This is an optimization exercise on Yosys and OpenROAD, whose aim is small area, a short achievable clock period and few clock cycles per item, not a production implementation.
Only simulation tests tie the RTL to the original design; equivalence was not proved.

// argb_unpremultiply
module argb_unpremultiply (
    input  logic                             i_clk,
    input  logic                             i_rst_n,
    input  logic                             start,
    output logic                             busy,
    input  logic [aup_pkg::CHAN_W-1:0]       i_in_blue,
    input  logic [aup_pkg::CHAN_W-1:0]       i_in_green,
    input  logic [aup_pkg::CHAN_W-1:0]       i_in_red,
    input  logic [aup_pkg::CHAN_W-1:0]       i_in_alpha,
    output logic                             o_strobe,
    output logic [aup_pkg::CHAN_W-1:0]       o_out_red,
    output logic [aup_pkg::CHAN_W-1:0]       o_out_green,
    output logic [aup_pkg::CHAN_W-1:0]       o_out_blue,
    output logic [aup_pkg::CHAN_W-1:0]       o_out_alpha,
    output logic                             o_bad_premul
);
    logic [N_STAGE:0]                r_vld;
    logic [N_STAGE-1:0][CHAN_W-1:0]  r_alpha;
    logic [7:0] w_q_red, w_q_green, w_q_blue;
    logic [7:0] w_c_red, w_c_green, w_c_blue;
    logic       w_ov_red, w_ov_green, w_ov_blue;
    logic       w_zero;
    assign busy = 1'b0;
    always_ff @(posedge i_clk) begin
        if (!i_rst_n) begin
            r_vld <= '0;
        end else begin
            r_vld <= {r_vld[N_STAGE-1:0], start};
        end
  ...
==> flow/config.mk <==
export PLATFORM = sky130hd
export DESIGN_NAME = argb_unpremultiply
export DESIGN_NICKNAME = argb_unpremultiply
export VERILOG_FILES = /design/flow/design.v
export SDC_FILE = /design/flow/constraint.sdc
export NUM_CORES = 4
export LEC_CHECK = 0
export CAP_MARGIN = 20
export CORE_MARGIN = 2
export CORE_UTILIZATION = 40
export CTS_CLUSTER_DIAMETER = 100
export CTS_CLUSTER_SIZE = 25
export SETUP_SLACK_MARGIN = 2.6
export SLEW_MARGIN = 20
==> flow/constraint.sdc <==
create_clock -name core_clock -period 4.5 [get_ports {i_clk}]
set_input_delay 0.9000 -clock core_clock [delete_from_list [all_inputs] [get_ports {i_clk}]]
set_output_delay 0.9000 -clock core_clock [all_outputs]
set_load 0.01 [all_outputs]
standard.sh (not shown) runs the stock make flow with config.mk's settings and CLKGATE_MAP_FILE= SYNTH_SCRIPT=/design/flow/synth_recipe.tcl, a recipe that flattens the netlist after the stock synthesis.
==> flow/flow/run.sh <==
#!/bin/bash
# The standard layout, with two synthesis changes: adders are left to ABC
# (no fa/ha cell mapping), and ABC maps for delay with flow/abc.script; and
# the clock tree built with one level of sink clusters.
set -euo pipefail
export MY_ABC_SCRIPT=$PWD/flow/abc.script
bash standard.sh ADDER_MAP_FILE= SYNTH_SCRIPT=$PWD/flow/my_synth.tcl \
  "CTS_ARGS=-sink_clustering_enable -repair_clock_nets -sink_clustering_size 25 -sink_clustering_max_diameter 100 -sink_clustering_levels 1" \
  finish > standard_flow.log 2>&1
==> flow/flow/abc.script <==
strash
dch
map -D 900
topo
stime -c
buffer -c
upsize -c
dnsize -c
==> flow/flow/my_synth.tcl <==
# The standard flow's synthesis script (synth_recipe.tcl), with ABC run on flow/abc.script
proc synth {args} { yosys synth -nofsm -noshare {*}$args }
proc abc {args} {
  set i [lsearch -exact $args -script]
  if { $i >= 0 } { lset args [expr {$i + 1}] $::env(MY_ABC_SCRIPT) }
  yosys abc {*}$args
}
source $::env(SCRIPTS_DIR)/synth.tcl
# left out here: clear keep_hierarchy, flatten, clean up, hide names made inside functions, write 1_2_yosys.v
Testbench counts at the start, summed over its fixed seeds: cycles 18,048, items 18,000.
==> next run, changes <==
==> flow/flow/run.sh (replaced) <==
#!/bin/bash
# The standard layout, with two synthesis changes: adders are left to ABC
# (no fa/ha cell mapping), and ABC maps for delay with flow/abc.script.
set -euo pipefail
export MY_ABC_SCRIPT=$PWD/flow/abc.script
bash standard.sh ADDER_MAP_FILE= SYNTH_SCRIPT=$PWD/flow/my_synth.tcl finish > standard_flow.log 2>&1
- CORE_UTILIZATION: 40 -> 60
Synthesized area stays the same.
Worst setup slack is better by 0.0053 ns.
Hold slack barely changes.
Design area shrinks by 0.74%.
Clock skew barely changes.
==> next run, changes <==
- CORE_UTILIZATION: 60 -> 40
- CTS_CLUSTER_DIAMETER: 100 -> not set
- CTS_CLUSTER_SIZE: 25 -> not set
Non-clock buffer count falls by 1. Cell count rose by roughly a tenth. Worst hold slack barely changes. Register-to-register slack improved by 0.03 ns. Wire length went up by a few percent. Design area went up by a few percent. Worst setup slack is worse by 0.039 ns.

[what the ideal ports hide]
Ports are ideal in the flow. The routed layouts listed here were re-timed in OpenROAD. Step 1: set_driving_cell puts a clkbuf_16 on i_clk and a buf_2 on each other input, an assumption about the parent block. Step 2 also shifts input and output timing later by t, the mid clock arrival at the registers, as if the neighbouring blocks saw the same clock. Three values: no drivers, after step 1, after step 2; two values: the first two.
| run | shift t [ns] | slack for setup (ns) | slew at the worst register clock pin (ns) | worst slew at a driven data input, ns |
|---|---|---|---|---|
| the first run | 0.613 | 2.593 / 2.539 / 2.106 | 0.10 / 0.10 | 0.04 |
| the second run | 0.605 | 2.598 / 2.543 / 2.088 | 0.10 / 0.10 | 0.03 |
| the third run | 0.661 | 2.559 / 2.500 / 2.108 | 0.07 / 0.07 | 0.04 |
After both steps every run listed still meets setup and hold. The setup slack of the second run, which loses most, moves by -0.055 ns with the drivers and by -0.510 ns with both steps.
